Source: an optimization exercise on an open RTL-to-GDS flow (aim: small area, a short achievable clock period and few clock cycles). Production flows keep margins and buffers that such runs may drop.
Only simulation tests tie the RTL to the original design; equivalence was not proved.
Power is estimated from default activity; no workload was simulated.

## serial_sorter
module serial_sorter #(
  parameter int unsigned WIDTH  = 32,
  parameter int unsigned DEPTH  = 16,
  parameter bit          SIGNED = 1'b1
) (
  input  logic             clk,
  input  logic             rst_n,
  input  logic [WIDTH-1:0] data_serial_i,
  input  logic             data_valid_i,
  input  logic             data_last_i,
  input  logic             descending_i,
  output logic             data_ready_o,
  input  logic             out_ready_i,
  output logic [WIDTH-1:0] data_serial_o,
  output logic             data_valid_o,
  output logic             data_last_o,
  output logic             busy_o
);
Size: ~4500 cells after synthesis, ~710 flip-flops, about 36000 um2 of cells after synthesis.
make LEC_CHECK=0 CAP_MARGIN=20 CORE_MARGIN=2 CORE_UTILIZATION=50 CTS_CLUSTER_DIAMETER=70 CTS_CLUSTER_SIZE=30 SETUP_SLACK_MARGIN=2.3 SLEW_MARGIN=20 finish   # period 5.0 ns
run.sh (not shown) runs the stock make flow with config.mk's settings and CLKGATE_MAP_FILE= SYNTH_SCRIPT=/design/flow/synth_recipe.tcl, a recipe that flattens the netlist after the stock synthesis.
The starting point produced a clean layout.
Testbench counts at the start, summed over its fixed seeds: cycles 4,000.
Change:
CORE_UTILIZATION = 55   (was 50)
CTS_CLUSTER_DIAMETER = 80   (was 70)
SETUP_SLACK_MARGIN = 2.2   (was 2.3)
What happened: The changed run completed with no timing, DRC or antenna violations. Power is lower by 3.8%. Fmax is higher by 5.2%. Cell area is lower by 2.6%. Flip-flop and latch count stays the same. Synthesized cell count does not change. Non-clock buffer count is lower by 17. First-iteration DRC count is higher by 5.9%. Sequential share of layout area is higher by 1.0 points. Combinational power is lower by about 3%.

---

The RTL this note starts from:
==> flow/design.v <==
module serial_sorter #(
  parameter int unsigned WIDTH  = 32,
  parameter int unsigned DEPTH  = 16,
  parameter bit          SIGNED = 1'b1
) (
  input  logic             clk,
  input  logic             rst_n,
  input  logic [WIDTH-1:0] data_serial_i,
  input  logic             data_valid_i,
  input  logic             data_last_i,
  input  logic             descending_i,
  output logic             data_ready_o,
  input  logic             out_ready_i,
  output logic [WIDTH-1:0] data_serial_o,
  output logic             data_valid_o,
  output logic             data_last_o,
  output logic             busy_o
);
  logic             pre_v_q;
  logic [WIDTH-1:0] pre_d_q;
  logic [WIDTH-1:0] pre_dn_q;   
  logic             pre_last_q;
  logic             pre_desc_q;
  logic             in_v_q;
  logic [WIDTH-1:0] in_d_q;
  logic             in_last_q;
  logic             in_desc_q;
  logic [DEPTH-1:0] hg_q, hl_q, lg_q;
  logic [DEPTH-1:0][WIDTH-1:0] c_q;
  logic [DEPTH-1:0] occ_q;    
  logic [DEPTH-1:0] open_q;   
  logic [DEPTH-1:0] last_q;   
  logic             desc_q;   
  logic             ndesc_q;  
  logic             s_v_q;
  logic [WIDTH-1:0] s_d_q;
  logic             s_last_q;
  logic             ready_q, busy_q;
  logic             ins_q, adv_q;   
  logic             pop, take, top_free, room, ins, adv, close, accept;
  logic             top_in_v, top_in_last;   
  logic [WIDTH-1:0] top_in_d;
  logic             pre_v_n, in_v_n, s_v_n, ready_n;
  logic [DEPTH-1:0] occ_n;
  logic             hg_in, hl_in, lg_in;
  logic [DEPTH-1:0] hg_pre, hl_pre, lg_pre;   
  logic [DEPTH-1:0] hg_src, hl_src, lg_src;
  logic [DEPTH-1:0] after;        
  logic [DEPTH-1:0] mv;           
  logic [DEPTH-1:0] put;          
  logic [DEPTH-1:0] from_below;   
  logic [DEPTH-1:0] keep;         
  localparam int unsigned HW = WIDTH / 2;
  function automatic logic [1:0] compare(input logic [HW-1:0] a,
                                         input logic [HW-1:0] b);
    logic [HW-1:0] g, l;
    g = a & ~b;
    l = ~a & b;
    for (int s = 1; s < int'(HW); s = s * 2) begin
      for (int j = 0; j + s < int'(HW); j = j + 2 * s) begin
        g[j] = g[j+s] | (~l[j+s] & g[j]);
        l[j] = l[j+s] | (~g[j+s] & l[j]);
      end
    end
    compare = {g[0], l[0]};
  endfunction
  function automatic logic [HW-1:0] upper(input logic [WIDTH-1:0] a);
    upper = a[WIDTH-1:HW];
    if (SIGNED) upper[HW-1] = ~a[WIDTH-1];
  endfunction
  assign data_valid_o  = occ_q[DEPTH-1];
  assign data_serial_o = c_q[DEPTH-1];
  assign data_last_o   = last_q[DEPTH-1];
  assign pop        = ~s_v_q;
  assign take       = occ_q[DEPTH-1] & out_ready_i;
  assign top_free   = ~occ_q[DEPTH-1] | take;
  assign room       = ~s_v_q;
  assign ins        = ins_q;    
  assign adv        = adv_q;    
  assign close      = ins & (in_last_q | open_q[DEPTH-2]);
  assign accept     = data_valid_i & ready_q;
  assign data_ready_o = ready_q;
  assign busy_o       = busy_q;
  assign pre_v_n  = accept | (pre_v_q & ~adv);
  assign in_v_n   = adv | (in_v_q & ~ins);
  assign top_in_v    = mv[DEPTH-2] | put[DEPTH-1];
  assign top_in_d    = put[DEPTH-1] ? in_d_q : c_q[DEPTH-2];
  assign top_in_last = ~put[DEPTH-1] & last_q[DEPTH-2];
  assign s_v_n    = s_v_q ? ~take : (top_in_v & ~top_free);
  assign ready_n  = ~pre_v_n | ~in_v_n | ~s_v_n;
  assign {hg_in, hl_in} = compare(upper(in_d_q), upper(pre_d_q));
  assign lg_in          = compare(in_d_q[HW-1:0], pre_d_q[HW-1:0]) >> 1;
  always_comb begin
    hg_pre[DEPTH-1] = 1'b0;
    hl_pre[DEPTH-1] = 1'b0;
    lg_pre[DEPTH-1] = 1'b0;
    after[DEPTH-1]  = 1'b0;
    for (int i = 0; i < int'(DEPTH) - 1; i++) begin
      logic [WIDTH-1:0] b;
      b = (i < int'(DEPTH) / 2) ? pre_d_q : ~pre_dn_q;
      {hg_pre[i], hl_pre[i]} = compare(upper(c_q[i]), upper(b));
      lg_pre[i] = compare(c_q[i][HW-1:0], b[HW-1:0]) >> 1;
      after[i]  = open_q[i] & ((hg_q[i] | (~hl_q[i] & lg_q[i])) ^
                               ((i < int'(DEPTH) / 2) ? desc_q : ~ndesc_q));
    end
    for (int i = 0; i < int'(DEPTH) - 1; i++)
      mv[i] = occ_q[i] & (open_q[i] ? (ins & ~after[i]) : pop);
    mv[DEPTH-1] = take;
    put[0] = ins & ~after[0];
    for (int i = 1; i < int'(DEPTH); i++)
      put[i] = ins & after[i-1] & ~after[i];
    from_below[0] = 1'b0;
    for (int i = 1; i < int'(DEPTH); i++)
      from_below[i] = mv[i-1];
    keep = ~(from_below | put);
    occ_n = from_below | put | (occ_q & ~mv);
    occ_n[DEPTH-1] = s_v_q | top_in_v | ~top_free;
    hg_src = adv ? hg_pre : hg_q;
    hl_src = adv ? hl_pre : hl_q;
    lg_src = adv ? lg_pre : lg_q;
  end
  always_ff @(posedge clk or negedge rst_n) begin
    if (!rst_n) begin
      ready_q <= 1'b0;
      busy_q  <= 1'b0;
      ins_q   <= 1'b0;
      adv_q   <= 1'b0;
      pre_v_q <= 1'b0;
      in_v_q  <= 1'b0;
      occ_q   <= '0;
      open_q  <= '0;
      s_v_q   <= 1'b0;
    end else begin
      ready_q <= ready_n;
      busy_q  <= ~ready_n;
      ins_q   <= in_v_n & ~s_v_n;
      adv_q   <= pre_v_n & (~in_v_n | ~s_v_n);
      s_v_q   <= s_v_n;
      pre_v_q <= pre_v_n;
      in_v_q  <= in_v_n;
      occ_q  <= occ_n;
      open_q <= ((from_below & (open_q << 1)) | put | (open_q & ~mv)) & {DEPTH{~close}};
      open_q[DEPTH-1] <= 1'b0;
    end
  end
  always_ff @(posedge clk) begin
    if (accept) begin
      pre_d_q    <= data_serial_i;
      pre_dn_q   <= ~data_serial_i;
      pre_last_q <= data_last_i;
      pre_desc_q <= descending_i;
    end
    if (adv) begin
      in_d_q    <= pre_d_q;
      in_last_q <= pre_last_q;
      in_desc_q <= pre_desc_q;
    end
    if (ins && !open_q[0]) begin
      desc_q  <= in_desc_q;
      ndesc_q <= ~in_desc_q;
    end
    if (!s_v_q) begin
      s_d_q    <= top_in_d;
      s_last_q <= top_in_last;
    end
    hg_q <= (from_below & (hg_src << 1)) | (put & {DEPTH{hg_in}}) | (keep & hg_src);
    hl_q <= (from_below & (hl_src << 1)) | (put & {DEPTH{hl_in}}) | (keep & hl_src);
    lg_q <= (from_below & (lg_src << 1)) | (put & {DEPTH{lg_in}}) | (keep & lg_src);
    for (int i = 0; i < int'(DEPTH) - 1; i++) begin
      c_q[i] <= ({WIDTH{from_below[i]}} & c_q[(i + int'(DEPTH) - 1) % int'(DEPTH)])
              | ({WIDTH{put[i]}}        & in_d_q)
              | ({WIDTH{keep[i]}}       & c_q[i]);
    end
    last_q[DEPTH-2:0] <= (from_below[DEPTH-2:0] & (last_q[DEPTH-2:0] << 1))
                       | (put[DEPTH-2:0] & {{(DEPTH-2){1'b0}}, close})
                       | (keep[DEPTH-2:0] & (last_q[DEPTH-2:0] | {{(DEPTH-2){1'b0}}, close}));
    if (top_free) begin
      c_q[DEPTH-1]    <= s_v_q ? s_d_q : top_in_d;
      last_q[DEPTH-1] <= s_v_q ? s_last_q : top_in_last;
    end
  end
endmodule
Settings: LEC_CHECK=0, CAP_MARGIN=20, CORE_MARGIN=2, CORE_UTILIZATION=60, CTS_CLUSTER_DIAMETER=60, CTS_CLUSTER_SIZE=30, SETUP_SLACK_MARGIN=2.3, SLEW_MARGIN=20; clock period 5.0 ns.
The starting point completed with no timing, DRC or antenna violations.
Testbench counts at the start, summed over its fixed seeds: cycles 4,000.
Next try:
- CORE_UTILIZATION: 60 -> 55
- SETUP_SLACK_MARGIN: 2.3 -> 2.2
=> The changed run completed without violations; register-to-register slack gets better by 0.02 ns; hold slack gets worse by 0.011 ns; cell area is about the same; total power increases by 0.70%; global-route usage is lower by 2.3 points; sequential share of layout area hardly moves; die area goes up by 8.9%; clock skew stays flat; combinational power hardly moves; synthesized area stays the same.
Next try:
- CTS_CLUSTER_DIAMETER: 60 -> 80
The changed run completed with no timing, DRC or antenna violations. Via count is lower by about 0.35%. Final cell count went down by 0.62%. Die area stays the same. Sequential cell count does not change. Routed wire length goes down by about 0.7%. Design area shrinks by 1.5%. Setup slack degrades by 0.072 ns.
Next try:
- CORE_UTILIZATION: 55 -> 50
- CTS_CLUSTER_DIAMETER: 80 -> 60
=> Register-to-register slack is about the same. Critical path depth came out higher by 1. Global-route usage goes down by 2.7 points. Clock-buffer cell count is higher by 34. Utilization drops by 4.5 points. Wire length stays flat. Worst setup slack gains 0.0036 ns. Design area came out higher by 2.3%. Sequential power barely changes.

==> afterwards: timing with drivers on the ports <==
No port has a modelled driver above. Below, the same layouts with a new extraction and two added sets of constraints.
Step 1 sets driving cells, clkbuf_16 on the clock port and buf_2 on the other inputs (assumed; they add their load-dependent delay and slew).
Step 2 times the ports against the registers' clock, not the clock port: input delays grow and output delays shrink by t, the midpoint of the rising clock arrivals with the driver on.
Three values: no drivers, after step 1, after step 2; two values: the first two.
| run | t, ns | setup slack, ns | slew at the worst register clock pin (ns) |
|---|---|---|---|
| the first run of note 1 | 0.698 | 1.916 / 1.916 / 1.916 | 0.10 / 0.10 |
| the second run of note 1 | 0.691 | 2.067 / 2.067 / 2.067 | 0.12 / 0.12 |
| the first run of note 2 | 0.690 | 2.218 / 2.218 / 2.036 | 0.11 / 0.11 |
| the second run of note 2 | 0.701 | 2.242 / 2.209 / 1.997 | 0.09 / 0.09 |
| the third run of note 2 | 0.683 | 2.170 / 2.170 / 2.017 | 0.12 / 0.12 |
| the fourth run of note 2 | 0.681 | 2.174 / 2.174 / 2.044 | 0.08 / 0.08 |
After both steps every run listed still meets setup and hold. For the second run of note 2, which loses most, drivers alone change the setup slack by -0.033 ns; drivers and shift together by -0.245 ns.
